From an optimization exercise on the open Yosys and OpenROAD flow, aimed at small area, a short achievable clock period and few clock cycles; shortcuts taken in it are not production practice. In this exercise RTL edits were held to simulation tests only and were not proved equivalent to the original.

--- flow/run.sh ---
#!/bin/bash
# synth_recipe.tcl (not shown) runs the flow's synth.tcl, then flattens the netlist and writes it again
# the make line also repeats each setting of config.mk as NAME=value (left out here)
make -C /OpenROAD-flow-scripts/flow DESIGN_CONFIG=/design/flow/config.mk WORK_HOME=/design/flow/orfs CLKGATE_MAP_FILE= SYNTH_SCRIPT=/design/flow/synth_recipe.tcl finish
--- flow/config.mk ---
export PLATFORM = sky130hd
export DESIGN_NAME = md5_byte_stream_digest
export DESIGN_NICKNAME = md5_byte_stream_digest
export VERILOG_FILES = /design/flow/design.v
export SDC_FILE = /design/flow/constraint.sdc
export NUM_CORES = 4
export LEC_CHECK = 0
export CAP_MARGIN = 20
export CORE_MARGIN = 2
export CORE_UTILIZATION = 40
export SETUP_SLACK_MARGIN = 5
export SLEW_MARGIN = 20
export SYNTH_HIERARCHICAL = 1
--- flow/constraint.sdc ---
create_clock -name core_clock -period 10.0 [get_ports {clk}]
set_input_delay 2.0000 -clock core_clock [delete_from_list [all_inputs] [get_ports {clk}]]
set_output_delay 2.0000 -clock core_clock [all_outputs]
set_load 0.01 [all_outputs]
--- flow/design.v ---
package md5_pkg;
  localparam logic [31:0] INIT_A = 32'h67452301;
  localparam logic [31:0] INIT_B = 32'hefcdab89;
  localparam logic [31:0] INIT_C = 32'h98badcfe;
  localparam logic [31:0] INIT_D = 32'h10325476;
  localparam logic [7:0]  PAD_MARK = 8'h80;
  localparam logic KIND_DATA = 1'b0;
  localparam logic KIND_FINISH = 1'b1;
  typedef enum logic [1:0] {
    C_IDLE,
    C_LOAD,
    C_RUN,
    C_FOLD
  } cst_t;
endpackage
module md5_blkbuf (
  input  logic        clk,
  input  logic        we,
  input  logic [5:0]  waddr,
  input  logic [7:0]  wdata,
  input  logic        copy,
  input  logic [3:0]  raddr,
  output logic [31:0] rdata,
  output logic [31:0] in_word0
);
  logic [511:0] ibank;
  logic [511:0] cbank;
  always_ff @(posedge clk) begin
    for (int i = 0; i < 64; i++) begin
      if (we && waddr == 6'(i)) begin
        ibank[8*i +: 8] <= wdata;
      end
    end
    if (copy) begin
      cbank <= ibank;
    end
  end
  assign rdata = cbank[32*raddr +: 32];
  assign in_word0 = ibank[31:0];
endmodule
module md5_add32 (
  input  logic [31:0] a,
  input  logic [31:0] b,
  output logic [31:0] y
);
  logic [31:0] g [6];
  logic [31:0] p [6];
  always_comb begin
    g[0] = a & b;
    p[0] = a ^ b;
    for (int l = 0; l < 5; l++) begin
      for (int i = 0; i < 32; i++) begin
        if (((i >> l) & 1) == 1) begin
          g[l+1][i] = g[l][i] | (p[l][i] & g[l][((i >> l) << l) - 1]);
          p[l+1][i] = p[l][i] & p[l][((i >> l) << l) - 1];
        end else begin
          g[l+1][i] = g[l][i];
          p[l+1][i] = p[l][i];
        end
      end
    end
    y[0] = p[0][0];
    for (int i = 1; i < 32; i++) begin
      y[i] = p[0][i] ^ g[5][i-1];
    end
  end
endmodule
module md5_round (
  input  logic [31:0] wb,
  input  logic [31:0] wc,
  input  logic [31:0] wd,
  input  logic [31:0] tq,
  input  logic [3:0]  fs,
  input  logic [15:0] rs,
  output logic [31:0] new_b
);
  logic [31:0] f, sum, rot;
  assign f = ({32{fs[0]}} & ((wb & wc) | (~wb & wd)))
           | ({32{fs[1]}} & ((wb & wd) | (wc & ~wd)))
           | ({32{fs[2]}} & (wb ^ wc ^ wd))
           | ({32{fs[3]}} & (wc ^ (wb | ~wd)));
  md5_add32 u_add_sum (.a(f), .b(tq), .y(sum));
  always_comb begin
    rot = '0;
    for (int i = 0; i < 16; i++) begin
      if (rs[i]) begin
        case (i)
          0:  rot = rot | {sum[24:0], sum[31:25]};   
          1:  rot = rot | {sum[19:0], sum[31:20]};   
          2:  rot = rot | {sum[14:0], sum[31:15]};   
          3:  rot = rot | {sum[9:0],  sum[31:10]};   
          4:  rot = rot | {sum[26:0], sum[31:27]};   
          5:  rot = rot | {sum[22:0], sum[31:23]};   
          6:  rot = rot | {sum[17:0], sum[31:18]};   
          7:  rot = rot | {sum[11:0], sum[31:12]};   
          8:  rot = rot | {sum[27:0], sum[31:28]};   
          9:  rot = rot | {sum[20:0], sum[31:21]};   
          10: rot = rot | {sum[15:0], sum[31:16]};   
          11: rot = rot | {sum[8:0],  sum[31:9]};    
          12: rot = rot | {sum[25:0], sum[31:26]};   
          13: rot = rot | {sum[21:0], sum[31:22]};   
          14: rot = rot | {sum[16:0], sum[31:17]};   
          default: rot = rot | {sum[10:0], sum[31:11]};   
        endcase
      end
    end
  end
  md5_add32 u_add_b (.a(wb), .b(rot), .y(new_b));
endmodule
import md5_pkg::*;
module md5_byte_stream_digest (
  input  logic        clk,
  input  logic        rst,
  input  logic        msg_valid,
  output logic        msg_ready,
  input  logic        msg_kind,
  input  logic [7:0]  msg_data_byte,
  output logic        digest_valid,
  input  logic        digest_ready,
  output logic [31:0] digest_word_a,
  output logic [31:0] digest_word_b,
  output logic [31:0] digest_word_c,
  output logic [31:0] digest_word_d
);
  logic        ibusy;           
  logic        cont;            
  logic [5:0]  off;             
  logic        i_first;         
  logic        i_padb;          
  logic [54:0] i_hi;            
  logic        acc;
  logic        blk_end;
  logic        copy;
  assign msg_ready = !ibusy;
  assign acc = msg_valid && !ibusy;
  assign blk_end = acc && (msg_kind == KIND_FINISH || off == 6'd63);
  always_ff @(posedge clk) begin
    if (rst) begin
      ibusy <= 1'b0;
      cont <= 1'b0;
      off <= 6'd0;
    end else if (copy) begin
      ibusy <= 1'b0;
      off <= 6'd0;
    end else if (acc) begin
      if (blk_end) begin
        ibusy <= 1'b1;
        cont <= (msg_kind == KIND_DATA);
      end else begin
        off <= off + 6'd1;
      end
    end
  end
  always_ff @(posedge clk) begin
    if (acc) begin
      if (off == 6'd0) begin
        i_hi <= cont ? i_hi + 55'd1 : 55'd0;
        i_first <= !cont;
      end
      i_padb <= (msg_kind == KIND_FINISH);
    end
  end
  md5_pkg::cst_t cst;
  logic        ph2;             
  logic [5:0]  rnd;
  logic        out_valid;
  logic [31:0] wb, wc, wd;      
  logic [31:0] tq;              
  logic [31:0] wq;              
  logic [3:0]  fs;              
  logic [15:0] rs;              
  logic [31:0] s0, s1, s2, s3;  
  logic        c_first;         
  logic        c_padb;
  logic [5:0]  c_fill;
  logic [54:0] c_hi;
  logic        c_first_blk, c_spill, c_final;
  logic        go;
  logic        shift;
  logic [31:0] fbase, fo;
  assign c_first_blk = c_first && !ph2;
  assign c_spill = c_padb && (c_fill[5:3] == 3'd7) && !ph2;
  assign c_final = c_padb && !c_spill;
  assign go = !(c_first_blk && out_valid && !digest_ready);
  assign copy = ibusy && (cst == C_IDLE || (cst == C_FOLD && !c_spill));
  logic [3:0]  rd_g;
  logic [5:0]  rd_r;
  logic [31:0] raw, wsel, raw0, w0;
  logic [63:0] bit_len;
  logic        lenw;
  assign rd_r = rnd + 6'd2;
  always_comb begin
    if (cst == C_LOAD) begin
      rd_g = go ? 4'd1 : 4'd0;
    end else begin
      case (rd_r[5:4])
        2'd0:    rd_g = rd_r[3:0];
        2'd1:    rd_g = rd_r[3:0] * 4'd5 + 4'd1;
        2'd2:    rd_g = rd_r[3:0] * 4'd3 + 4'd5;
        default: rd_g = rd_r[3:0] * 4'd7;
      endcase
    end
  end
  md5_blkbuf u_buf (
    .clk      (clk),
    .we       (acc),
    .waddr    (off),
    .wdata    (msg_kind == KIND_FINISH ? PAD_MARK : msg_data_byte),
    .copy     (copy),
    .raddr    (rd_g),
    .rdata    (raw),
    .in_word0 (raw0)
  );
  assign bit_len = {c_hi, c_fill, 3'b000};
  assign lenw = c_padb && (ph2 || c_fill[5:3] != 3'd7);
  always_comb begin
    for (int i = 0; i < 4; i++) begin
      if (!ph2 && (!c_padb || {rd_g, 2'(i)} <= c_fill)) begin
        wsel[8*i +: 8] = raw[8*i +: 8];
      end else begin
        wsel[8*i +: 8] = 8'h00;
      end
      if (!i_padb || 6'(i) <= off) begin
        w0[8*i +: 8] = raw0[8*i +: 8];
      end else begin
        w0[8*i +: 8] = 8'h00;
      end
    end
    if (lenw && rd_g == 4'd14) begin
      wsel = bit_len[31:0];
    end else if (lenw && rd_g == 4'd15) begin
      wsel = bit_len[63:32];
    end
  end
  logic [5:0]  nidx;
  logic [31:0] k_const;
  assign nidx = (cst == C_RUN) ? rnd + 6'd1 : 6'd0;
  always_comb begin
    case (nidx)
      6'd0:  k_const = 32'hd76aa478;  6'd1:  k_const = 32'he8c7b756;
      6'd2:  k_const = 32'h242070db;  6'd3:  k_const = 32'hc1bdceee;
      6'd4:  k_const = 32'hf57c0faf;  6'd5:  k_const = 32'h4787c62a;
      6'd6:  k_const = 32'ha8304613;  6'd7:  k_const = 32'hfd469501;
      6'd8:  k_const = 32'h698098d8;  6'd9:  k_const = 32'h8b44f7af;
      6'd10: k_const = 32'hffff5bb1;  6'd11: k_const = 32'h895cd7be;
      6'd12: k_const = 32'h6b901122;  6'd13: k_const = 32'hfd987193;
      6'd14: k_const = 32'ha679438e;  6'd15: k_const = 32'h49b40821;
      6'd16: k_const = 32'hf61e2562;  6'd17: k_const = 32'hc040b340;
      6'd18: k_const = 32'h265e5a51;  6'd19: k_const = 32'he9b6c7aa;
      6'd20: k_const = 32'hd62f105d;  6'd21: k_const = 32'h02441453;
      6'd22: k_const = 32'hd8a1e681;  6'd23: k_const = 32'he7d3fbc8;
      6'd24: k_const = 32'h21e1cde6;  6'd25: k_const = 32'hc33707d6;
      6'd26: k_const = 32'hf4d50d87;  6'd27: k_const = 32'h455a14ed;
      6'd28: k_const = 32'ha9e3e905;  6'd29: k_const = 32'hfcefa3f8;
      6'd30: k_const = 32'h676f02d9;  6'd31: k_const = 32'h8d2a4c8a;
      6'd32: k_const = 32'hfffa3942;  6'd33: k_const = 32'h8771f681;
      6'd34: k_const = 32'h6d9d6122;  6'd35: k_const = 32'hfde5380c;
      6'd36: k_const = 32'ha4beea44;  6'd37: k_const = 32'h4bdecfa9;
      6'd38: k_const = 32'hf6bb4b60;  6'd39: k_const = 32'hbebfbc70;
      6'd40: k_const = 32'h289b7ec6;  6'd41: k_const = 32'heaa127fa;
      6'd42: k_const = 32'hd4ef3085;  6'd43: k_const = 32'h04881d05;
      6'd44: k_const = 32'hd9d4d039;  6'd45: k_const = 32'he6db99e5;
      6'd46: k_const = 32'h1fa27cf8;  6'd47: k_const = 32'hc4ac5665;
      6'd48: k_const = 32'hf4292244;  6'd49: k_const = 32'h432aff97;
      6'd50: k_const = 32'hab9423a7;  6'd51: k_const = 32'hfc93a039;
      6'd52: k_const = 32'h655b59c3;  6'd53: k_const = 32'h8f0ccc92;
      6'd54: k_const = 32'hffeff47d;  6'd55: k_const = 32'h85845dd1;
      6'd56: k_const = 32'h6fa87e4f;  6'd57: k_const = 32'hfe2ce6e0;
      6'd58: k_const = 32'ha3014314;  6'd59: k_const = 32'h4e0811a1;
      6'd60: k_const = 32'hf7537e82;  6'd61: k_const = 32'hbd3af235;
      6'd62: k_const = 32'h2ad7d2bb;  default: k_const = 32'heb86d391;
    endcase
  end
  logic [31:0] new_b, xa, xt;
  md5_round u_round (
    .wb    (wb),
    .wc    (wc),
    .wd    (wd),
    .tq    (tq),
    .fs    (fs),
    .rs    (rs),
    .new_b (new_b)
  );
  assign xa = c_first_blk ? INIT_A : s3;
  assign xt = (cst == C_RUN) ? wd : xa;
  assign shift = (cst == C_RUN && rnd >= 6'd61) || cst == C_FOLD;
  always_comb begin
    if (!c_first_blk) begin
      fbase = s3;
    end else if (cst == C_FOLD) begin
      fbase = INIT_B;
    end else if (rnd == 6'd61) begin
      fbase = INIT_A;
    end else if (rnd == 6'd62) begin
      fbase = INIT_D;
    end else begin
      fbase = INIT_C;
    end
  end
  assign fo = fbase + wb;
  always_ff @(posedge clk) begin
    if (shift) begin
      s3 <= s2;
      s2 <= s1;
      s1 <= s0;
      s0 <= fo;
    end
  end
  always_ff @(posedge clk) begin
    if (cst == C_IDLE) begin
      wq <= w0;
    end else if (cst == C_FOLD) begin
      wq <= c_spill ? 32'd0 : w0;
    end else begin
      wq <= wsel;
    end
    tq <= xt + k_const + wq;
    fs <= 4'b0001 << nidx[5:4];
    rs <= 16'd1 << {nidx[5:4], nidx[1:0]};
    if (cst == C_LOAD) begin
      wb <= c_first_blk ? INIT_B : s0;
      wc <= c_first_blk ? INIT_C : s1;
      wd <= c_first_blk ? INIT_D : s2;
    end else begin
      wb <= new_b;
      wc <= wb;
      wd <= wc;
    end
    if (copy) begin
      c_first <= i_first;
      c_padb <= i_padb;
      c_fill <= off;
      c_hi <= i_hi;
    end
  end
  always_ff @(posedge clk) begin
    if (rst) begin
      cst <= C_IDLE;
      ph2 <= 1'b0;
      rnd <= 6'd0;
      out_valid <= 1'b0;
    end else begin
      if (out_valid && digest_ready) begin
        out_valid <= 1'b0;
      end
      unique case (cst)
        C_IDLE: begin
          if (ibusy) begin
            cst <= C_LOAD;
          end
        end
        C_LOAD: begin
          rnd <= 6'd0;
          if (go) begin
            cst <= C_RUN;
          end
        end
        C_RUN: begin
          rnd <= rnd + 6'd1;
          if (rnd == 6'd63) begin
            cst <= C_FOLD;
          end
        end
        default: begin
          ph2 <= c_spill;
          if (c_final) begin
            out_valid <= 1'b1;
          end
          if (c_spill || ibusy) begin
            cst <= C_LOAD;
          end else begin
            cst <= C_IDLE;
          end
        end
      endcase
    end
  end
  assign digest_valid = out_valid;
  assign digest_word_a = s3;
  assign digest_word_b = s0;
  assign digest_word_c = s1;
  assign digest_word_d = s2;
endmodule
==> results.ini, run 1 <==
[floorplanning]
core_area_um2 = 169000
start_util = 0.402
ios = 143
die_w_um = 416
die_height_um = 416
dieArea_um2 = 173000
rows = 151

[timing]
period_needed_ns = 6.06
rsz0062_at_grt = true
tns_ns = 0
maxSlewHeadroom = 0.186
fin_skew_ns = 0.0638
period_share = 0.606
holdWs_ns = 0.383
setup_viol = 0
fmaxAchievable_ghz = 0.165
hold_viol = 0
final_max_slew_viol_count = 0
worst_pin_slew_ns = 1.22

[setup_path]
cp-start-kind = flop
required_ns = 10.70
path_max_fanout = 16
end_kind = flop
r2r-start = fs[3]
crit_type = reg -> reg
ff2ff_path_depth = 27
reg2reg_slack_ns = 3.94
r2r_end = wb[31]
crit_arrival_ns = 6.76

[cts]
cts_tree = done
clock_latency_ns = 0.83
clk_pin_slew_worst_paths_ns = 0.06
cts_made_buffers = 151
clkSinkCount = 1470
htreeDepth = 4
postCtsHoldBufs = 0
clock_path_buffers = 3
cts_root_buf = clkbuf_16

[synth]
seq_area_frac_synth = 0.620
synthCells = 5158
synth_edf_count = 1272
synth_common_cells = edfxtp_1, nor2_1, nand2_1, a21oi_1, inv_1
synth.top_cell.area_share = 0.561
synthTopCellsByArea = edfxtp_1, dfxtp_1, mux4_2
yosysWarnings = 12
synthFlopType = edfxtp_1
ys_ff_latch = 1470
yosysMostFrequentCell = edfxtp_1
yosysTopAreaCell = edfxtp_1
synth_cell_types = 101
syn-num-nets = 5376
syn-cell-area_um2 = 68000
avgSynthCellArea_um2 = 13.2
async_flop_share = 0

[place]
gp_congestion = 0.977
portBuffers = 142
dp_hpwl_um = 128000

[hold_path]
hold_class = reg -> reg
hold_start = u_buf.ibank[445]
min_path_cells = 0
hold_end = u_buf.cbank[445]

[route]
vias = 46200
drc = 0
post_drt_wl_per_cell_um = 26.6
route.antenna.remaining_nets = 0
dr_wl_met3_um = 16200
via_per_inst = 5.91
wirelength_um = 208000
wl_met2_um = 98400
wl_met1_um = 81400
dr.pass1.iters = 8
initialDrtViolationCount = 5077
routed.top_layer = met4

[run_status]
outcome = no timing/DRC/antenna violations

[global_route]
antenna_found_initial = 2
overflow = 0
grt_first_pass_wirelength_um = 303000
grt_pass1_vias = 45300
grt_util_all_layers = 0.234
grt_max_degree = 161

[cells_and_area]
syn_to_final_growth_pct = 19.7
nets = 5689
drive_gt1_frac = 0.202
fin_util = 0.481

[run]
maxCapViolCount = 0

[state kept, by name (all words and copies together) (netlist names), 55 cells and up]
register,count
i_hi,55
u_buf.ibank,512
c_hi,55
u_buf.cbank,512
[Yosys stat by module (local to each module, per instance)]
module,cell area (um2),cells
md5_add32,1550,202
md5_byte_stream_digest,24000,2523
md5_blkbuf,35100,1422
md5_round,5910,809
[worst max-delay path by stage]
stage	to	from	slack, ns	cells past startpoint
floorplan	off[5]	c_padb	4.46	7
global placement	wb[28]	fs[3]	2.93	24
detailed placement	wb[28]	fs[3]	2.86	24
CTS	wb[31]	fs[3]	4.08	29
global route	wb[31]	fs[3]	3.75	30
finish	wb[31]	fs[3]	3.94	27
[placed cells by master (no fill, tap or decap), drive strengths merged, types with 25 or more instances in the layout]
| cell type | instances |
|---|---|
| a211oi | 25 |
| a21o | 41 |
| a21oi | 302 |
| a221o | 34 |
| a221oi | 147 |
| a22o | 130 |
| a22oi | 70 |
| a31oi | 31 |
| and3 | 40 |
| buf | 365 |
| clkbuf | 212 |
| clkdlybuf4s50 | 142 |
| clkinv | 57 |
| dfxtp | 198 |
| edfxtp | 1272 |
| fa | 44 |
| ha | 161 |
| inv | 198 |
| mux2i | 39 |
| mux4 | 129 |
| nand2 | 316 |
| nand3 | 119 |
| nand3b | 72 |
| nand4 | 57 |
| nor2 | 484 |
| nor2b | 35 |
| nor3 | 51 |
| nor3b | 34 |
| o211ai | 40 |
| o21ai | 231 |
| o32ai | 32 |
| xnor2 | 162 |
| xor2 | 64 |
[routing by layer]
layer	vias up	GRT usage
li1	20300	-
met1	23000	0.295
met2	2243	0.387
met3	705	0.0491
met4	0	0.111
met5	-	0
[cell families after synthesis]
kind of cell | Yosys count | synth area share
xor+xnor | 226 | 0.0296
flops | 1470 | 0.620
mux | 170 | 0.0488
compound gates | 1222 | 0.128
simple gates | 1300 | 0.0906
buf+inv | 565 | 0.0406
fa+ha+maj | 205 | 0.0425
[per-stage QoR]
stage,setup slack (ns),instances,area [um2]
after CTS,4.08,7748,80100
after floorplan,4.46,5158,68400
after detailed placement,2.86,7267,71600
after global placement,2.93,7267,71600
after global routing,3.75,7817,81400
final,3.94,7818,81400
[final cells by class]
| type | instances | area, um2 |
|---|---|---|
| diodes | 1 | 2.50 |
| clock buffers | 208 | 4090 |
| clock inverters | 73 | 881 |
| fillers | 14600 | 87800 |
| inverters | 204 | 857 |
| multi-input cells | 3125 | 25400 |
| flip-flops and latches | 1470 | 42200 |
| well taps | 2218 | 2780 |
| repair buffers | 517 | 5210 |
| repair inverters | 2 | 16.3 |
[worst max-delay path, cell delays in order, from the launching register on]
cell,delay [ns]
dfxtp_4,0.47
buf_6,0.15
buf_16,0.13
nand2_2,0.04
nand3b_1,0.08
a21oi_1,0.07
o21ai_1,0.16
ha_2,0.19
inv_2,0.04
fa_2,0.33
nand2b_4,0.17
a211oi_4,0.26
nor3_1,0.14
a21oi_2,0.27
xor2_2,0.95
a22o_1,0.30
a221oi_2,0.04
nand4_1,0.21
ha_4,0.25
a21o_1,0.21
a221oi_4,0.30
buf_6,0.16
a22oi_4,0.07
a31o_4,0.27
a221o_1,0.34
a211oi_2,0.15
nor2_1,0.06
a21oi_1,0.13
[repair_timing]
action	CTS	global route
setup endpoints to repair	100	75
resized for setup	355	159
pin swaps	98	92
buffers inserted	183	66
gates cloned	17	3
Testbench counts, summed over its fixed seeds: cycles 31,417.
==> run 2: changes to the inputs <==
--- a/flow/design.v
+++ b/flow/design.v
@@ -65,20 +65,27 @@
     end
   end
 endmodule
+module md5_add3 (
+  input  logic [31:0] a,
+  input  logic [31:0] b,
+  input  logic [31:0] c,
+  output logic [31:0] y
+);
+  logic [31:0] s, k;
+  assign s = a ^ b ^ c;
+  assign k = {(a[30:0] & b[30:0]) | (a[30:0] & c[30:0]) | (b[30:0] & c[30:0]), 1'b0};
+  md5_add32 u_add (.a(s), .b(k), .y(y));
+endmodule
 module md5_round (
   input  logic [31:0] wb,
-  input  logic [31:0] wc,
-  input  logic [31:0] wd,
+  input  logic [31:0] fx1,
+  input  logic [31:0] fx0,
   input  logic [31:0] tq,
-  input  logic [3:0]  fs,
   input  logic [15:0] rs,
   output logic [31:0] new_b
 );
   logic [31:0] f, sum, rot;
-  assign f = ({32{fs[0]}} & ((wb & wc) | (~wb & wd)))
-           | ({32{fs[1]}} & ((wb & wd) | (wc & ~wd)))
-           | ({32{fs[2]}} & (wb ^ wc ^ wd))
-           | ({32{fs[3]}} & (wc ^ (wb | ~wd)));
+  assign f = (wb & fx1) | (~wb & fx0);
   md5_add32 u_add_sum (.a(f), .b(tq), .y(sum));
   always_comb begin
     rot = '0;
@@ -154,7 +161,9 @@
   always_ff @(posedge clk) begin
     if (acc) begin
       if (off == 6'd0) begin
-        i_hi <= cont ? i_hi + 55'd1 : 55'd0;
+        if (cont) begin
+          i_hi <= i_first ? 55'd1 : i_hi + 55'd1;
+        end
         i_first <= !cont;
       end
       i_padb <= (msg_kind == KIND_FINISH);
@@ -167,13 +176,12 @@
   logic [31:0] wb, wc, wd;      
   logic [31:0] tq;              
   logic [31:0] wq;              
-  logic [3:0]  fs;              
+  logic [31:0] fx1, fx0;        
   logic [15:0] rs;              
   logic [31:0] s0, s1, s2, s3;  
   logic        c_first;         
   logic        c_padb;
   logic [5:0]  c_fill;
-  logic [54:0] c_hi;
   logic        c_first_blk, c_spill, c_final;
   logic        go;
   logic        shift;
@@ -211,7 +219,7 @@
     .rdata    (raw),
     .in_word0 (raw0)
   );
-  assign bit_len = {c_hi, c_fill, 3'b000};
+  assign bit_len = {c_first ? 55'd0 : i_hi, c_fill, 3'b000};
   assign lenw = c_padb && (ph2 || c_fill[5:3] != 3'd7);
   always_comb begin
     for (int i = 0; i < 4; i++) begin
@@ -232,11 +240,19 @@
       wsel = bit_len[63:32];
     end
   end
-  logic [5:0]  nidx;
-  logic [31:0] k_const;
-  assign nidx = (cst == C_RUN) ? rnd + 6'd1 : 6'd0;
+  logic [5:0]  nidx, nidx_n;
+  logic [31:0] k_const, kq;
   always_comb begin
-    case (nidx)
+    if (cst == C_LOAD && go) begin
+      nidx_n = 6'd1;
+    end else if (cst == C_RUN && rnd != 6'd63) begin
+      nidx_n = rnd + 6'd2;
+    end else begin
+      nidx_n = 6'd0;
+    end
+  end
+  always_comb begin
+    case (nidx_n)
       6'd0:  k_const = 32'hd76aa478;  6'd1:  k_const = 32'he8c7b756;
       6'd2:  k_const = 32'h242070db;  6'd3:  k_const = 32'hc1bdceee;
       6'd4:  k_const = 32'hf57c0faf;  6'd5:  k_const = 32'h4787c62a;
@@ -274,15 +290,39 @@
   logic [31:0] new_b, xa, xt;
   md5_round u_round (
     .wb    (wb),
-    .wc    (wc),
-    .wd    (wd),
+    .fx1   (fx1),
+    .fx0   (fx0),
     .tq    (tq),
-    .fs    (fs),
     .rs    (rs),
     .new_b (new_b)
   );
   assign xa = c_first_blk ? INIT_A : s3;
+  logic [31:0] wc_n, wd_n, fx1_n, fx0_n;
+  assign wc_n = (cst == C_LOAD) ? (c_first_blk ? INIT_C : s1) : wb;
+  assign wd_n = (cst == C_LOAD) ? (c_first_blk ? INIT_D : s2) : wc;
+  always_comb begin
+    case (nidx[5:4])
+      2'd0: begin   
+        fx1_n = wc_n;
+        fx0_n = wd_n;
+      end
+      2'd1: begin   
+        fx1_n = wc_n | wd_n;
+        fx0_n = wc_n & ~wd_n;
+      end
+      2'd2: begin   
+        fx1_n = ~(wc_n ^ wd_n);
+        fx0_n = wc_n ^ wd_n;
+      end
+      default: begin   
+        fx1_n = ~wc_n;
+        fx0_n = ~(wc_n ^ wd_n);
+      end
+    endcase
+  end
   assign xt = (cst == C_RUN) ? wd : xa;
+  logic [31:0] t_n;
+  md5_add3 u_add_t (.a(xt), .b(kq), .c(wq), .y(t_n));
   assign shift = (cst == C_RUN && rnd >= 6'd61) || cst == C_FOLD;
   always_comb begin
     if (!c_first_blk) begin
@@ -314,23 +354,29 @@
     end else begin
       wq <= wsel;
     end
-    tq <= xt + k_const + wq;
-    fs <= 4'b0001 << nidx[5:4];
+    tq <= t_n;
+    kq <= k_const;
     rs <= 16'd1 << {nidx[5:4], nidx[1:0]};
+    fx1 <= fx1_n;
+    fx0 <= fx0_n;
+    wc <= wc_n;
+    wd <= wd_n;
     if (cst == C_LOAD) begin
       wb <= c_first_blk ? INIT_B : s0;
-      wc <= c_first_blk ? INIT_C : s1;
-      wd <= c_first_blk ? INIT_D : s2;
     end else begin
       wb <= new_b;
-      wc <= wb;
-      wd <= wc;
     end
     if (copy) begin
       c_first <= i_first;
       c_padb <= i_padb;
       c_fill <= off;
-      c_hi <= i_hi;
+    end
+  end
+  always_ff @(posedge clk) begin
+    if (rst) begin
+      nidx <= 6'd0;
+    end else begin
+      nidx <= nidx_n;
     end
   end
   always_ff @(posedge clk) begin
==> results.ini, run 2 <==
[synth]
synthCells = 5103  ; was 5158
synth.top_cell.area_share = 0.534  ; was 0.561
synth_cell_types = 94  ; was 101
syn-num-nets = 5391  ; was 5376
seq_area_frac_synth = 0.620  ; about the same
async_flop_share = 0  ; unchanged
syn-cell-area_um2 = 68400  ; was 68000 um2
ys_ff_latch = 1511  ; was 1470
yosysTopAreaCell = edfxtp_1  ; unchanged
synth_common_cells = edfxtp_1, nor2_1, nand2_1, dfxtp_1, a21oi_1  ; was edfxtp_1, nor2_1, nand2_1, a21oi_1, inv_1
synth_edf_count = 1217  ; was 1272
synthTopCellsByArea = edfxtp_1, dfxtp_1, mux4_2  ; unchanged
yosysWarnings = 12  ; unchanged
yosysMostFrequentCell = edfxtp_1  ; unchanged
synthFlopType = edfxtp_1  ; unchanged
avgSynthCellArea_um2 = 13.4  ; was 13.2 um2

[route]
post_drt_wl_per_cell_um = 25.4  ; was 26.6 um
via_per_inst = 5.83  ; was 5.91
wirelength_um = 192000  ; was 208000 um
dr.pass1.iters = 6  ; was 8
initialDrtViolationCount = 4832  ; was 5077
drc = 0  ; unchanged
route.antenna.remaining_nets = 0  ; unchanged
vias = 44100  ; was 46200

[global_route]
overflow = 0  ; unchanged
grt_max_degree = 129  ; was 161
grt_util_all_layers = 0.215  ; was 0.234
grt_first_pass_wirelength_um = 284000  ; was 303000 um
grt_pass1_vias = 43100  ; was 45300
antenna_found_initial = 1  ; was 2

[setup_path]
r2r_end = wb[16]  ; was wb[31]
slowest_delay_ns = 0.51  ; was 0.95 ns
cpMaxStageDelayCell = fa_2  ; was xor2_2
cp-start-kind = flop  ; unchanged
crit_arrival_ns = 6.20  ; was 6.76 ns
ff2ff_path_depth = 27  ; unchanged
end_kind = flop  ; unchanged
cp.depth = 27  ; unchanged
worst-path-buf-inv = 6  ; was 4
path_max_fanout = 6  ; was 16
reg2reg_slack_ns = 4.43  ; was 3.94 ns
required_ns = 10.63  ; was 10.70 ns
crit_type = reg -> reg  ; unchanged
cp_top_family = compound AO/OA/AOI/OAI gates  ; unchanged
r2r-start = wb[14]  ; was fs[3]

[floorplanning]
rows = 151  ; unchanged
ios = 143  ; unchanged
dieArea_um2 = 174000  ; was 173000 um2
die_w_um = 418  ; was 416 um
start_util = 0.403  ; was 0.402
die_height_um = 418  ; was 416 um
core_area_um2 = 170000  ; was 169000 um2

[hold_path]
hold_start = u_buf.ibank[111]  ; was u_buf.ibank[445]
hold_end = u_buf.cbank[111]  ; was u_buf.cbank[445]
min_path_cells = 0  ; unchanged
hold_class = reg -> reg  ; unchanged

[cells_and_area]
antenna_cells = 0  ; was 1
final_common_cell = edfxtp_1  ; unchanged
nets = 5499  ; was 5689
most-common-layout-cells = edfxtp_1, nor2_1, nand2_1  ; unchanged
syn_to_final_growth_pct = 14.9  ; was 19.7%
fin_area_um2 = 78600  ; was 81400 um2
drive_gt1_frac = 0.160  ; was 0.202
top_regs = u_buf.cbank (512), u_buf.ibank (512), i_hi (55)  ; was u_buf.cbank (512), u_buf.ibank (512)

[place]
placed_cell_area_um2 = 71700  ; was 71600 um2
dp_hpwl_um = 121000  ; was 128000 um
gp_congestion = 0.947  ; was 0.977
portBuffers = 142  ; unchanged

[timing]
rsz0062_at_grt = true  ; unchanged
final_max_slew_viol_count = 0  ; unchanged
fmaxAchievable_ghz = 0.180  ; was 0.165 GHz
tns_ns = 0  ; unchanged
maxSlewHeadroom = 0.242  ; was 0.186
hold_viol = 0  ; unchanged
fin_skew_ns = 0.0496  ; was 0.0638 ns
period_needed_ns = 5.57  ; was 6.06 ns
setup_viol = 0  ; unchanged
worst_pin_slew_ns = 1.14  ; was 1.22 ns
period_share = 0.557  ; was 0.606

[cts]
clock_latency_ns = 0.81  ; was 0.83 ns
htreeDepth = 4  ; unchanged
clk_pin_slew_worst_paths_ns = 0.06  ; about the same
cts_root_buf = clkbuf_16  ; unchanged
clkSinkCount = 1511  ; was 1470
cts_tree = done  ; unchanged
clock_path_buffers = 3  ; unchanged
cts_made_buffers = 158  ; was 151
postCtsHoldBufs = 0  ; unchanged

[run]
maxCapViolCount = 0  ; unchanged

[run_status]
outcome = no timing/DRC/antenna violations  ; unchanged

-- run 2: final cells by class --
type	count	area, um2
fillers	14900	91000
flip-flops and latches	1511	42500
multi-input cells	3040	24500
clock buffers	209	4240
repair buffers	328	3030
well taps	2218	2780
clock inverters	84	947
inverters	172	672
-- run 2: worst register-to-register path, cell delays in order (launching register included) --
cell      delay, ns
dfxtp_4        0.37
mux2_4         0.35
ha_4           0.27
a21oi_1        0.18
nand2_1        0.10
a221oi_2       0.29
buf_4          0.21
nand2_4        0.08
a31o_4         0.24
a31o_4         0.26
xor2_4         0.20
buf_6          0.20
a22o_1         0.17
a221oi_2       0.04
nand4_1        0.25
ha_2           0.23
inv_2          0.04
fa_2           0.36
nand2b_4       0.18
a211oi_4       0.28
o211ai_1       0.15
buf_4          0.19
nand2_4        0.10
inv_2          0.05
fa_2           0.51
inv_1          0.04
nor2_1         0.08
a21oi_1        0.05
-- run 2: kinds of logic after synthesis --
family | Yosys count | synth area share
AOI/OAI and AO/OA | 1214 | 0.124
xor gates and xnor gates | 199 | 0.0264
adders and majority gates | 275 | 0.0555
buffers and inverters | 554 | 0.0401
DFF | 1511 | 0.620
muxes | 229 | 0.0577
other | 1 | 0.0000548
and+or+nand+nor | 1120 | 0.0764
-- run 2: stage by stage --
stage	hold WS [ns]	worst slack, ns	cells	utilization
after floorplan	0.400	4.90	5103	-
after global placement	0.400	3.43	7189	0.422
after detailed placement	0.405	3.44	7190	0.422
after CTS	0.405	4.62	7529	0.459
after global routing	0.413	4.34	7562	0.464
final	0.403	4.43	7562	0.464
-- run 2: worst max path at each step --
stage,startpoint,end
CTS,wb[0],wb[16]
detailed placement,digest_ready,wq[9]
finish,wb[14],wb[16]
global placement,digest_ready,wq[9]
global route,wb[3],wb[16]
floorplan,c_padb,off[5]
-- run 2: Yosys stat by module, one instance, submodules excluded --
module,copies in the design,cells inside,flops+latches
md5_add3,1,33,0
md5_byte_stream_digest,1,2676,487
md5_blkbuf,1,1422,1024
md5_round,1,432,0
md5_add32,3,180,0
-- run 2: metal layers --
layer / wire (um) / GRT usage / up-vias
li1: - / - / 19600
met1: 80500 / 0.289 / 22200
met2: 91900 / 0.353 / 1901
met3: 13300 / 0.0386 / 452
met4: 6580 / 0.0687 / 0
met5: 0 / 0 / -
-- run 2: timing repair --
action,CTS,global route
resized for setup,156,103
buffers inserted,45,29
cloned,1,2
setup endpoints to repair,111,86
pin swaps,56,53
endpoints found under the hold margin,0,0
Testbench counts of run 2, summed over its fixed seeds: cycles 31,417.
==> run 3: changes to the inputs <==
--- a/flow/config.mk
+++ b/flow/config.mk
@@ -7,7 +7,9 @@
 export LEC_CHECK = 0
 export CAP_MARGIN = 20
 export CORE_MARGIN = 2
-export CORE_UTILIZATION = 40
+export CORE_UTILIZATION = 55
+export CTS_BUF_LIST = sky130_fd_sc_hd__clkbuf_8
 export SETUP_SLACK_MARGIN = 5
 export SLEW_MARGIN = 20
 export SYNTH_HIERARCHICAL = 1
+export TNS_END_PERCENT = 5
==> results.ini, run 3 <==
[run_status]
outcome = no timing/DRC/antenna violations  ; unchanged

[timing]
period_needed_ns = 5.80  ; was 5.57 ns
fmaxAchievable_ghz = 0.173  ; was 0.180 GHz
maxSlewHeadroom = 0.260  ; was 0.242
period_share = 0.580  ; was 0.557
tns_ns = 0  ; unchanged
fin_skew_ns = 0.0743  ; was 0.0496 ns
hold_viol = 0  ; unchanged
setup_viol = 0  ; unchanged
rsz0062_at_grt = true  ; unchanged
worst_pin_slew_ns = 1.11  ; was 1.14 ns
final_max_slew_viol_count = 0  ; unchanged

[synth]
synthTopCellsByArea = edfxtp_1, dfxtp_1, mux4_2  ; unchanged
synthFlopType = edfxtp_1  ; unchanged
synth.top_cell.area_share = 0.534  ; unchanged
yosysMostFrequentCell = edfxtp_1  ; unchanged
synth_common_cells = edfxtp_1, nor2_1, nand2_1, dfxtp_1, a21oi_1  ; unchanged
syn-num-nets = 5391  ; unchanged
synth_cell_types = 94  ; unchanged
synthCells = 5103  ; unchanged
yosysTopAreaCell = edfxtp_1  ; unchanged
yosysWarnings = 12  ; unchanged
async_flop_share = 0  ; unchanged
seq_area_frac_synth = 0.620  ; unchanged
ys_ff_latch = 1511  ; unchanged
synth_edf_count = 1217  ; unchanged
syn-cell-area_um2 = 68400  ; unchanged
avgSynthCellArea_um2 = 13.4  ; unchanged

[route]
wl_met1_um = 77100  ; was 80500 um
vias = 43600  ; was 44100
wirelength_um = 186000  ; was 192000 um
post_drt_wl_per_cell_um = 26.3  ; was 25.4 um
dr_wl_met3_um = 12700  ; was 13300 um
route.antenna.remaining_nets = 0  ; unchanged
dr.pass1.iters = 6  ; unchanged
initialDrtViolationCount = 4892  ; was 4832
drc = 0  ; unchanged
via_per_inst = 6.15  ; was 5.83
wl_met2_um = 90100  ; was 91900 um
routed.top_layer = met4  ; unchanged

[hold_path]
hold_class = reg -> reg  ; unchanged
min_path_cells = 0  ; unchanged

[global_route]
grt_max_degree = 162  ; was 129
grt_util_all_layers = 0.292  ; was 0.215
grt_first_pass_wirelength_um = 277000  ; was 284000 um
overflow = 0  ; unchanged
antenna_found_initial = 3  ; was 1
grt_pass1_vias = 42900  ; was 43100

[cells_and_area]
nets = 5544  ; was 5499
fin_util = 0.619  ; was 0.464
drive_gt1_frac = 0.152  ; was 0.160
top_regs = u_buf.cbank (512), u_buf.ibank (512), i_hi (55)  ; unchanged
regArea_um2 = 42500  ; about the same
fin_area_um2 = 76500  ; was 78600 um2
final_common_cell = edfxtp_1  ; unchanged
multiInputGateArea_um2 = 24100  ; was 24500 um2
syn_to_final_growth_pct = 11.7  ; was 14.9%
most-common-layout-cells = edfxtp_1, nor2_1, nand2_1  ; unchanged
final_cells = 7089  ; was 7562
nFillCells = 9638  ; was 14900

[floorplanning]
die_height_um = 357  ; was 418 um
rows = 129  ; was 151
start_util = 0.554  ; was 0.403
core_area_um2 = 124000  ; was 170000 um2
ios = 143  ; unchanged
dieArea_um2 = 127000  ; was 174000 um2
die_w_um = 357  ; was 418 um

[setup_path]
required_ns = 10.74  ; was 10.63 ns
end_kind = flop  ; unchanged
ff2ff_path_depth = 28  ; was 27
crit_arrival_ns = 6.54  ; was 6.20 ns
path_max_fanout = 6  ; unchanged
crit_type = reg -> reg  ; unchanged
slowest_delay_ns = 0.52  ; was 0.51 ns
cp-start-kind = flop  ; unchanged
crit_top_cell = buf_4
cpMaxStageDelayCell = fa_1  ; was fa_2

[cts]
clock_latency_ns = 0.95  ; was 0.81 ns
clk_pin_slew_worst_paths_ns = 0.06  ; about the same
cts_root_buf = clkbuf_8  ; was clkbuf_16
clock_path_buffers = 3  ; unchanged
cts_tree = done  ; unchanged
clkSinkCount = 1511  ; unchanged
cts_made_buffers = 235  ; was 158
postCtsHoldBufs = 0  ; unchanged
htreeDepth = 4  ; unchanged

[place]
placed_cell_area_um2 = 70900  ; was 71700 um2
dp_hpwl_um = 119000  ; was 121000 um
placed_cells = 6608  ; was 7190
portBuffers = 142  ; unchanged
gp_congestion = 0.963  ; was 0.947

[run]
maxCapViolCount = 0  ; unchanged

## run 3: cell types whose count changed in the layout (fill, tap and decap cells not counted), moves of 10 or more
cell	previous run	this run
ha_1	188	199
clkbuf_1	43	0
buf_4	153	143
clkbuf_16	159	0
buf_6	20	7
a21oi_2	15	5
clkbuf_8	9	247
clkinv_1	20	51
inv_1	157	252
o21ai_0	215	225
## run 3: timing repair
action / in CTS / in global routing
pin swaps: 33 / 40
gates resized for setup: 82 / 61
setup buffers: 36 / 11
setup endpoints to repair: 82 / 117
## run 3: cells by family (layout without fill, tap and decap cells)
family,count (synthesis),count (layout),synth area share
flops,1511,1511,0.620
compound gates,1214,1214,0.124
simple gates,1120,1120,0.0764
buf+inv,554,902,0.0401
fa+ha+maj,275,275,0.0555
mux,229,229,0.0577
xor+xnor,199,199,0.0264
other cells,1,2,0.0000548
## run 3: cell type report
class,count,share of cell area
sequential,1511,0.556
multi-input combinational,3038,0.315
clock buffer,247,0.0445
timing repair buffer,298,0.0351
tap,1637,0.0268
clock inverter,185,0.0146
inverter,172,0.00854
antenna,1,0.0000327
## run 3: metrics by stage
| stage | hold slack (ns) | worst slack (ns) |
|---|---|---|
| floorplan | 0.400 | 4.90 |
| global placement | 0.400 | 3.30 |
| detailed placement | 0.405 | 3.26 |
| CTS | 0.388 | 4.33 |
| global route | 0.395 | 4.11 |
| finish | 0.396 | 4.20 |
## run 3: path summary, 6_finish.rpt
| kind | startpoint | endpoint | slack (ns) |
|---|---|---|---|
| min reg2reg | u_buf.ibank[318] | u_buf.cbank[318] | 0.40 |
| max reg2reg | wb[0] | wb[16] | 4.20 |
| max | wb[0] | wb[16] | 4.20 |
| min | u_buf.ibank[318] | u_buf.cbank[318] | 0.40 |
## run 3: layer usage
metal / up-vias / global-route usage
li1: 19700 / -
met1: 21600 / 0.390
met2: 1927 / 0.481
met3: 436 / 0.0534
met4: 0 / 0.103
met5: - / 0
## run 3: modules after synthesis (local to each module, per instance)
module / copies in the design / cell area (um2) / cells / flip-flops and latches
md5_blkbuf: 1 / 35100 / 1422 / 1024
md5_byte_stream_digest: 1 / 24900 / 2676 / 487
md5_round: 1 / 3730 / 432 / 0
md5_add32: 3 / 1370 / 180 / 0
md5_add3: 1 / 648 / 33 / 0
## run 3: critical path, delay by kind of cell, from the launching register on
family	cells	cell delay, ns
mux	1	0.20
compound gates	7	1.20
fa+ha+maj	5	1.86
flops	1	0.35
buf+inv	10	1.26
simple gates	5	0.74
==> run 4: changes to the inputs <==
--- a/flow/design.v
+++ b/flow/design.v
@@ -81,34 +81,24 @@
   input  logic [31:0] fx1,
   input  logic [31:0] fx0,
   input  logic [31:0] tq,
-  input  logic [15:0] rs,
+  input  logic [3:0]  ry,
+  input  logic [4:0]  rx,
   output logic [31:0] new_b
 );
-  logic [31:0] f, sum, rot;
+  logic [31:0] f, sum, rot1, rot;
   assign f = (wb & fx1) | (~wb & fx0);
   md5_add32 u_add_sum (.a(f), .b(tq), .y(sum));
   always_comb begin
+    rot1 = '0;
+    for (int i = 0; i < 4; i++) begin
+      if (ry[i]) begin
+        rot1 = rot1 | ((sum << i) | (sum >> (32 - i)));
+      end
+    end
     rot = '0;
-    for (int i = 0; i < 16; i++) begin
-      if (rs[i]) begin
-        case (i)
-          0:  rot = rot | {sum[24:0], sum[31:25]};   
-          1:  rot = rot | {sum[19:0], sum[31:20]};   
-          2:  rot = rot | {sum[14:0], sum[31:15]};   
-          3:  rot = rot | {sum[9:0],  sum[31:10]};   
-          4:  rot = rot | {sum[26:0], sum[31:27]};   
-          5:  rot = rot | {sum[22:0], sum[31:23]};   
-          6:  rot = rot | {sum[17:0], sum[31:18]};   
-          7:  rot = rot | {sum[11:0], sum[31:12]};   
-          8:  rot = rot | {sum[27:0], sum[31:28]};   
-          9:  rot = rot | {sum[20:0], sum[31:21]};   
-          10: rot = rot | {sum[15:0], sum[31:16]};   
-          11: rot = rot | {sum[8:0],  sum[31:9]};    
-          12: rot = rot | {sum[25:0], sum[31:26]};   
-          13: rot = rot | {sum[21:0], sum[31:22]};   
-          14: rot = rot | {sum[16:0], sum[31:17]};   
-          default: rot = rot | {sum[10:0], sum[31:11]};   
-        endcase
+    for (int i = 0; i < 5; i++) begin
+      if (rx[i]) begin
+        rot = rot | ((rot1 << (4 * i + 4)) | (rot1 >> (28 - 4 * i)));
       end
     end
   end
@@ -177,7 +167,8 @@
   logic [31:0] tq;              
   logic [31:0] wq;              
   logic [31:0] fx1, fx0;        
-  logic [15:0] rs;              
+  logic [3:0]  ry;              
+  logic [4:0]  rx;              
   logic [31:0] s0, s1, s2, s3;  
   logic        c_first;         
   logic        c_padb;
@@ -287,13 +278,35 @@
       6'd62: k_const = 32'h2ad7d2bb;  default: k_const = 32'heb86d391;
     endcase
   end
+  logic [4:0] rot_n;
+  always_comb begin
+    case ({nidx[5:4], nidx[1:0]})
+      4'd0:    rot_n = 5'd7;
+      4'd1:    rot_n = 5'd12;
+      4'd2:    rot_n = 5'd17;
+      4'd3:    rot_n = 5'd22;
+      4'd4:    rot_n = 5'd5;
+      4'd5:    rot_n = 5'd9;
+      4'd6:    rot_n = 5'd14;
+      4'd7:    rot_n = 5'd20;
+      4'd8:    rot_n = 5'd4;
+      4'd9:    rot_n = 5'd11;
+      4'd10:   rot_n = 5'd16;
+      4'd11:   rot_n = 5'd23;
+      4'd12:   rot_n = 5'd6;
+      4'd13:   rot_n = 5'd10;
+      4'd14:   rot_n = 5'd15;
+      default: rot_n = 5'd21;
+    endcase
+  end
   logic [31:0] new_b, xa, xt;
   md5_round u_round (
     .wb    (wb),
     .fx1   (fx1),
     .fx0   (fx0),
     .tq    (tq),
-    .rs    (rs),
+    .ry    (ry),
+    .rx    (rx),
     .new_b (new_b)
   );
   assign xa = c_first_blk ? INIT_A : s3;
@@ -356,7 +369,8 @@
     end
     tq <= t_n;
     kq <= k_const;
-    rs <= 16'd1 << {nidx[5:4], nidx[1:0]};
+    ry <= 4'd1 << rot_n[1:0];
+    rx <= 5'd1 << (rot_n[4:2] - 3'd1);
     fx1 <= fx1_n;
     fx0 <= fx0_n;
     wc <= wc_n;
--- a/flow/config.mk
+++ b/flow/config.mk
@@ -7,9 +7,7 @@
 export LEC_CHECK = 0
 export CAP_MARGIN = 20
 export CORE_MARGIN = 2
-export CORE_UTILIZATION = 55
-export CTS_BUF_LIST = sky130_fd_sc_hd__clkbuf_8
+export CORE_UTILIZATION = 40
 export SETUP_SLACK_MARGIN = 5
 export SLEW_MARGIN = 20
 export SYNTH_HIERARCHICAL = 1
-export TNS_END_PERCENT = 5
==> results.ini, run 4 <==
[place]
dp_slack_ns = 3.37  ; was 3.26 ns
placed_cell_area_um2 = 70800  ; was 70900 um2
dp_hpwl_um = 121000  ; was 119000 um
gp_congestion = 0.932  ; was 0.963
portBuffers = 142  ; unchanged

[cts]
clkSinkCount = 1507  ; was 1511
postCtsHoldBufs = 0  ; unchanged
clk_pin_slew_worst_paths_ns = 0.06  ; about the same
clock_path_buffers = 3  ; unchanged
cts_made_buffers = 159  ; was 235
cts_root_buf = clkbuf_16  ; was clkbuf_8
clock_latency_ns = 0.84  ; was 0.95 ns
htreeDepth = 4  ; unchanged
cts_tree = done  ; unchanged

[setup_path]
crit_top_cell = a221o_1  ; was buf_4
cp_top_family = compound AO/OA/AOI/OAI gates  ; was adder cells
worst-path-buf-inv = 1  ; was 10
required_ns = 10.72  ; was 10.74 ns
end_kind = flop  ; unchanged
path_max_fanout = 6  ; unchanged
slowest_delay_ns = 0.40  ; was 0.52 ns
crit_type = reg -> reg  ; unchanged
cp_cell_sequence = mux2_4, ha_4, a21o_1, a221oi_4, a22oi_2, a221o_1, buf_4, a221o_1, a211oi_4, a22oi_2, nand2_2, a222oi_1, nand2_1, ha_4, a21o_1, a221oi_4, a22oi_2, a221o_1, a221o_1, a211oi_2, nor2_1, a21oi_1
cp-start-kind = flop  ; unchanged
crit_arrival_ns = 6.22  ; was 6.54 ns
cpMaxStageDelayCell = dfxtp_4  ; was fa_1

[synth]
avgSynthCellArea_um2 = 13.3  ; was 13.4 um2
synthSimpleGateAreaFrac = 0.0840  ; was 0.0764
syn-cell-area_um2 = 67000  ; was 68400 um2
ys_ff_latch = 1507  ; was 1511
syn-num-nets = 5327  ; was 5391
synth_common_cells = edfxtp_1, nand2_1, nor2_1, dfxtp_1, a21oi_1  ; was edfxtp_1, nor2_1, nand2_1, dfxtp_1, a21oi_1
synth_top_family_by_area = compound AO/OA/AOI/OAI gates  ; unchanged
yosysWarnings = 12  ; unchanged
synth-compound-area-share = 0.112  ; was 0.124
synth_edf_count = 1217  ; unchanged
synth_mux_area_frac = 0.0588  ; was 0.0577
seq_area_frac_synth = 0.632  ; was 0.620
synth_xor_area_frac = 0.0238  ; was 0.0264
synthTopCellsByArea = edfxtp_1, dfxtp_1, ha_1  ; was edfxtp_1, dfxtp_1, mux4_2
synth_cell_types = 95  ; was 94
async_flop_share = 0  ; unchanged
yosysMostFrequentCell = edfxtp_1  ; unchanged
synthCells = 5030  ; was 5103
synthFlopType = edfxtp_1  ; unchanged
yosysTopAreaCell = edfxtp_1  ; unchanged
synth.top_cell.area_share = 0.545  ; was 0.534
yosys.area_share.adder = 0.0584  ; was 0.0555

[timing]
worst_pin_slew_ns = 1.22  ; was 1.11 ns
holdWs_ns = 0.395  ; was 0.396 ns
period_share = 0.550  ; was 0.580
setup_ws_ns = 4.50  ; was 4.20 ns
period_needed_ns = 5.50  ; was 5.80 ns
rsz0062_at_grt = true  ; unchanged
tns_ns = 0  ; unchanged
hold_viol = 0  ; unchanged
fmaxAchievable_ghz = 0.182  ; was 0.173 GHz
final_max_slew_viol_count = 0  ; unchanged
setup_viol = 0  ; unchanged
fin_skew_ns = 0.0850  ; was 0.0743 ns
maxSlewHeadroom = 0.189  ; was 0.260

[route]
wirelength_um = 182000  ; was 186000 um
via_per_inst = 5.64  ; was 6.15
route.antenna.remaining_nets = 0  ; unchanged
initialDrtViolationCount = 4892  ; unchanged
vias = 42400  ; was 43600
post_drt_wl_per_cell_um = 24.2  ; was 26.3 um
dr.pass1.iters = 13  ; was 6
drc = 0  ; unchanged

[cells_and_area]
final_common_cell = edfxtp_1  ; unchanged
drive_gt1_frac = 0.148  ; was 0.152
nets = 5472  ; was 5544
most-common-layout-cells = edfxtp_1, nand2_1, nor2_1  ; was edfxtp_1, nor2_1, nand2_1
nFillCells = 14600  ; was 9638
top_regs = u_buf.cbank (512), u_buf.ibank (512), i_hi (55)  ; unchanged
syn_to_final_growth_pct = 16.1  ; was 11.7%
fin_area_um2 = 77700  ; was 76500 um2

[global_route]
grt_util_all_layers = 0.210  ; was 0.292
overflow = 0  ; unchanged
antenna_found_initial = 3  ; unchanged
grt_pass1_vias = 41100  ; was 42900
grt_max_degree = 187  ; was 162
grt_first_pass_wirelength_um = 268000  ; was 277000 um

[run]
maxCapViolCount = 0  ; unchanged

[floorplanning]
core_area_um2 = 167000  ; was 124000 um2
die_w_um = 413  ; was 357 um
dieArea_um2 = 171000  ; was 127000 um2
rows = 150  ; was 129
ios = 143  ; unchanged
die_height_um = 413  ; was 357 um
start_util = 0.402  ; was 0.554

[hold_path]
hold_class = reg -> reg  ; unchanged

[run_status]
outcome = no timing/DRC/antenna violations  ; unchanged

run 4: cell types whose count changed in the layout (fill, tap and decap cells not counted), moves of 27 or more:
cell,change
inv_1,-70
clkbuf_16,+160
a22o_1,-126
nand2_1,+83
buf_4,-27
clkbuf_1,+35
a22oi_1,+76
clkbuf_8,-242
a221oi_1,-98
a222oi_1,+47
run 4: area by class of cell:
type	instances	area, um2	area share
antenna	2	5.00	0.0000644
clock buffer	199	4180	0.0537
sequential	1507	42400	0.546
timing repair buffer	276	2590	0.0333
clock inverter	95	1170	0.0150
multi-input combinational	3039	23900	0.307
tap	2204	2760	0.0355
inverter	192	734	0.00945
run 4: worst paths after layout:
| kind | start | endpoint | slack, ns | cells past startpoint |
|---|---|---|---|---|
| setup / recovery | wb[19] | wb[31] | 4.50 | 22 |
| hold reg to reg | u_buf.ibank[158] | u_buf.cbank[158] | 0.40 | 0 |
| setup reg to reg | wb[19] | wb[31] | 4.50 | 22 |
| hold / removal | u_buf.ibank[158] | u_buf.cbank[158] | 0.40 | 0 |
run 4: cells by family (layout without fill, tap and decap cells):
| family | count (synthesis) | after routing |
|---|---|---|
| buf+inv | 485 | 762 |
| mux | 229 | 229 |
| fa+ha+maj | 284 | 284 |
| other cells | 1 | 3 |
| flops | 1507 | 1507 |
| compound gates | 1113 | 1113 |
| simple gates | 1235 | 1236 |
| xor+xnor | 176 | 176 |
run 4: stage by stage:
stage                      util  cells
after detailed placement  0.424   7154
after global placement    0.424   7154
after floorplan               -   5030
after CTS                 0.463   7491
after global routing      0.466   7512
final                     0.466   7514
run 4: layer usage:
| layer | GRT usage | vias to the layer above | part of all wire |
|---|---|---|---|
| met5 | 0 | - | 0.000039 |
| met4 | 0.0693 | 2 | 0.032 |
| met3 | 0.0331 | 298 | 0.059 |
| met2 | 0.340 | 1452 | 0.47 |
| met1 | 0.288 | 21300 | 0.44 |
| li1 | - | 19300 | - |
run 4: timing repair:
item                                    in CTS  in global routing
cloned                                       0                  2
hold endpoints to repair                     0                  0
buffers inserted                            43                 19
pin swaps                                   59                 59
gates resized for setup                    162                 83
endpoints found under the setup margin     114                 84
run 4: Yosys stat by module (local to each module, per instance):
module,copies in the design,cells inside,cell area [um2],flops+latches
md5_round,1,251,1780,0
md5_add3,1,33,648,0
md5_add32,3,203,1500,0
md5_byte_stream_digest,1,2715,25000,483
md5_blkbuf,1,1422,35100,1024
Testbench counts of run 4, summed over its fixed seeds: cycles 31,417.
==> run 5: changes to the inputs <==
--- a/flow/config.mk
+++ b/flow/config.mk
@@ -8,6 +8,7 @@
 export CAP_MARGIN = 20
 export CORE_MARGIN = 2
 export CORE_UTILIZATION = 40
+export CTS_BUF_LIST = sky130_fd_sc_hd__clkbuf_8
 export SETUP_SLACK_MARGIN = 5
 export SLEW_MARGIN = 20
 export SYNTH_HIERARCHICAL = 1
==> results.ini, run 5 <==
[cts]
clk_pin_slew_worst_paths_ns = 0.07  ; was 0.06 ns
clock_path_buffers = 3  ; unchanged
clock_latency_ns = 1.05  ; was 0.84 ns
cts_tree = done  ; unchanged
cts_root_buf = clkbuf_8  ; was clkbuf_16
htreeDepth = 4  ; unchanged
cts_made_buffers = 241  ; was 159
clkSinkCount = 1507  ; unchanged
postCtsHoldBufs = 0  ; unchanged

[global_route]
overflow = 0  ; unchanged
grt_pass1_vias = 41900  ; was 41100
grt_first_pass_wirelength_um = 271000  ; was 268000 um
met2_usage = 0.344  ; was 0.340
grt_max_degree = 187  ; unchanged
antenna_found_initial = 4  ; was 3
busiest_layer = met2  ; unchanged
met1_usage = 0.288  ; about the same
use_met3 = 0.0371  ; was 0.0331
grt_util_all_layers = 0.212  ; was 0.210

[place]
placed_cells = 7154  ; unchanged
gp_congestion = 0.932  ; unchanged
dp_slack_ns = 3.37  ; unchanged
placed_cell_area_um2 = 70800  ; unchanged
dp_hpwl_um = 121000  ; unchanged
portBuffers = 142  ; unchanged

[timing]
maxSlewHeadroom = 0.181  ; was 0.189
period_share = 0.548  ; was 0.550
hold_viol = 0  ; unchanged
final_max_slew_viol_count = 0  ; unchanged
fin_skew_ns = 0.0915  ; was 0.0850 ns
tns_ns = 0  ; unchanged
period_needed_ns = 5.48  ; was 5.50 ns
worst_pin_slew_ns = 1.23  ; was 1.22 ns
fmaxAchievable_ghz = 0.183  ; was 0.182 GHz
setup_ws_ns = 4.52  ; was 4.50 ns
rsz0062_at_grt = true  ; unchanged
holdWs_ns = 0.368  ; was 0.395 ns
setup_viol = 0  ; unchanged

[floorplanning]
dieArea_um2 = 171000  ; unchanged
die_height_um = 413  ; unchanged
rows = 150  ; unchanged
ios = 143  ; unchanged
start_util = 0.402  ; unchanged
core_area_um2 = 167000  ; unchanged
die_w_um = 413  ; unchanged

[synth]
synthFlopType = edfxtp_1  ; unchanged
synthTopCellsByArea = edfxtp_1, dfxtp_1, ha_1  ; unchanged
yosysWarnings = 12  ; unchanged
async_flop_share = 0  ; unchanged
syn-num-nets = 5327  ; unchanged
synthCells = 5030  ; unchanged
seq_area_frac_synth = 0.632  ; unchanged
syn-cell-area_um2 = 67000  ; unchanged
ys_ff_latch = 1507  ; unchanged
yosysMostFrequentCell = edfxtp_1  ; unchanged
synth_cell_types = 95  ; unchanged
synth_common_cells = edfxtp_1, nand2_1, nor2_1, dfxtp_1, a21oi_1  ; unchanged
synth.top_cell.area_share = 0.545  ; unchanged
avgSynthCellArea_um2 = 13.3  ; unchanged
yosysTopAreaCell = edfxtp_1  ; unchanged
synth_edf_count = 1217  ; unchanged

[route]
wirelength_um = 183000  ; was 182000 um
route.antenna.remaining_nets = 0  ; unchanged
vias = 42700  ; was 42400
drc = 0  ; unchanged
via_per_inst = 5.57  ; was 5.64
dr.pass1.iters = 10  ; was 13
initialDrtViolationCount = 4816  ; was 4892
post_drt_wl_per_cell_um = 23.9  ; was 24.2 um

[setup_path]
required_ns = 10.82  ; was 10.72 ns
path_max_fanout = 5  ; was 6
end_kind = flop  ; unchanged
crit_type = reg -> reg  ; unchanged
crit_arrival_ns = 6.30  ; was 6.22 ns
cp-start-kind = flop  ; unchanged

[cells_and_area]
most-common-layout-cells = edfxtp_1, nand2_1, nor2_1  ; unchanged
drive_gt1_frac = 0.155  ; was 0.148
fin_area_um2 = 77000  ; was 77700 um2
fin_util = 0.461  ; was 0.466
top_regs = u_buf.cbank (512), u_buf.ibank (512), i_hi (55)  ; unchanged
final_cells = 7672  ; was 7514
final_common_cell = edfxtp_1  ; unchanged
nets = 5550  ; was 5472
syn_to_final_growth_pct = 14.9  ; was 16.1%

[run]
maxCapViolCount = 0  ; unchanged

[hold_path]
hold_class = reg -> reg  ; unchanged

[run_status]
outcome = no timing/DRC/antenna violations  ; unchanged

==> run 5: cells by family after synthesis <==
logic type               count (synthesis)  synth area share
AO/OA/AOI/OAI                         1113             0.112
XOR/XNOR                               176            0.0238
adder cells (fa/ha/maj)                284            0.0584
buffers and inverters                  485            0.0309
flip-flops                            1507             0.632
multiplexers                           229            0.0588
other                                    1         0.0000560
AND/OR/NAND/NOR                       1235            0.0840
==> run 5: per-layer routing <==
layer / up-vias / part of all wire
li1: 19500 / -
met1: 21400 / 0.44
met2: 1496 / 0.47
met3: 310 / 0.058
met4: 2 / 0.029
met5: - / 0.000076
==> run 5: worst paths after layout <==
kind	start	to	slack [ns]	depth (start not counted)
max	wb[3]	wb[16]	4.52	25
min	u_buf.ibank[161]	u_buf.cbank[161]	0.37	0
max reg2reg	wb[3]	wb[16]	4.52	25
min reg2reg	u_buf.ibank[161]	u_buf.cbank[161]	0.37	0
==> run 5: per-module statistics from Yosys, one instance, submodules excluded <==
module / flip-flops and latches / times used / cell area, um2 / cells
md5_blkbuf: 1024 / 1 / 35100 / 1422
md5_byte_stream_digest: 483 / 1 / 25000 / 2715
md5_round: 0 / 1 / 1780 / 251
md5_add32: 0 / 3 / 1500 / 203
md5_add3: 0 / 1 / 648 / 33
==> run 5: repair_timing <==
action,CTS,global route
hold endpoints to repair,0,0
resized for setup,184,44
endpoints found under the setup margin,110,84
pin swaps,61,28
setup buffers,49,10
gates cloned,0,1
==> run 5: cell type report <==
| cell class | instances | area [um2] |
|---|---|---|
| clock buffer | 250 | 3440 |
| antenna | 3 | 7.51 |
| timing repair buffer | 273 | 2570 |
| tap | 2204 | 2760 |
| sequential | 1507 | 42400 |
| fill | 14800 | 89900 |
| multi-input combinational | 3038 | 23800 |
| clock inverter | 205 | 1210 |
| inverter | 192 | 731 |
==> run 5: critical path, cell delays in order, from the launching register on <==
cell and delay, ns:
dfxtp_4 0.37, mux2_4 0.31, ha_4 0.24, o211ai_1 0.33, a211oi_4 0.07, buf_4 0.15
nor3_1 0.35, a21oi_1 0.23, a211o_1 0.37, o311ai_4 0.13, a22oi_1 0.14, nand2_1 0.23
a22oi_1 0.13, nand2_1 0.09, ha_1 0.15, inv_1 0.07, fa_2 0.37, nand2b_4 0.18
a211oi_4 0.23, o211ai_1 0.11, buf_4 0.19, and2_4 0.15, fa_1 0.47, inv_1 0.04
nor2_1 0.08, a21oi_1 0.05

-- re-timing with driven ports --
How much do the figures lean on ideal ports? The routed layouts below were timed once more, with nothing changed but the port constraints. Step 1 (the two cells are an assumption about what drives the block):
set clk [get_ports {clk}]
set_driving_cell -lib_cell sky130_fd_sc_hd__clkbuf_16 $clk
set_driving_cell -lib_cell sky130_fd_sc_hd__buf_2 [delete_from_list [all_inputs] $clk]
Step 2 also shifts input and output timing later by t, the mid clock arrival at the registers, as if the neighbouring blocks saw the same clock. Slacks: ideal / step 1 / step 2; pairs: ideal / step 1.
run	shift t [ns]	setup WS [ns]	slew at the worst register clock pin (ns)	cell pins on the clock port's net
run 1	0.873	3.943 / 3.943 / 3.943	0.07 / 0.07	1
run 2	0.857	4.429 / 4.429 / 4.120	0.07 / 0.07	1
run 3	0.988	4.204 / 4.204 / 3.717	0.07 / 0.07	1
run 4	0.879	4.500 / 4.500 / 4.229	0.07 / 0.07	1
run 5	1.074	4.524 / 4.524 / 3.845	0.08 / 0.08	1
After both steps setup and hold are still met in every run listed. For run 5, which loses most, drivers alone change the setup slack by 0.000 ns; drivers and shift together by -0.679 ns.
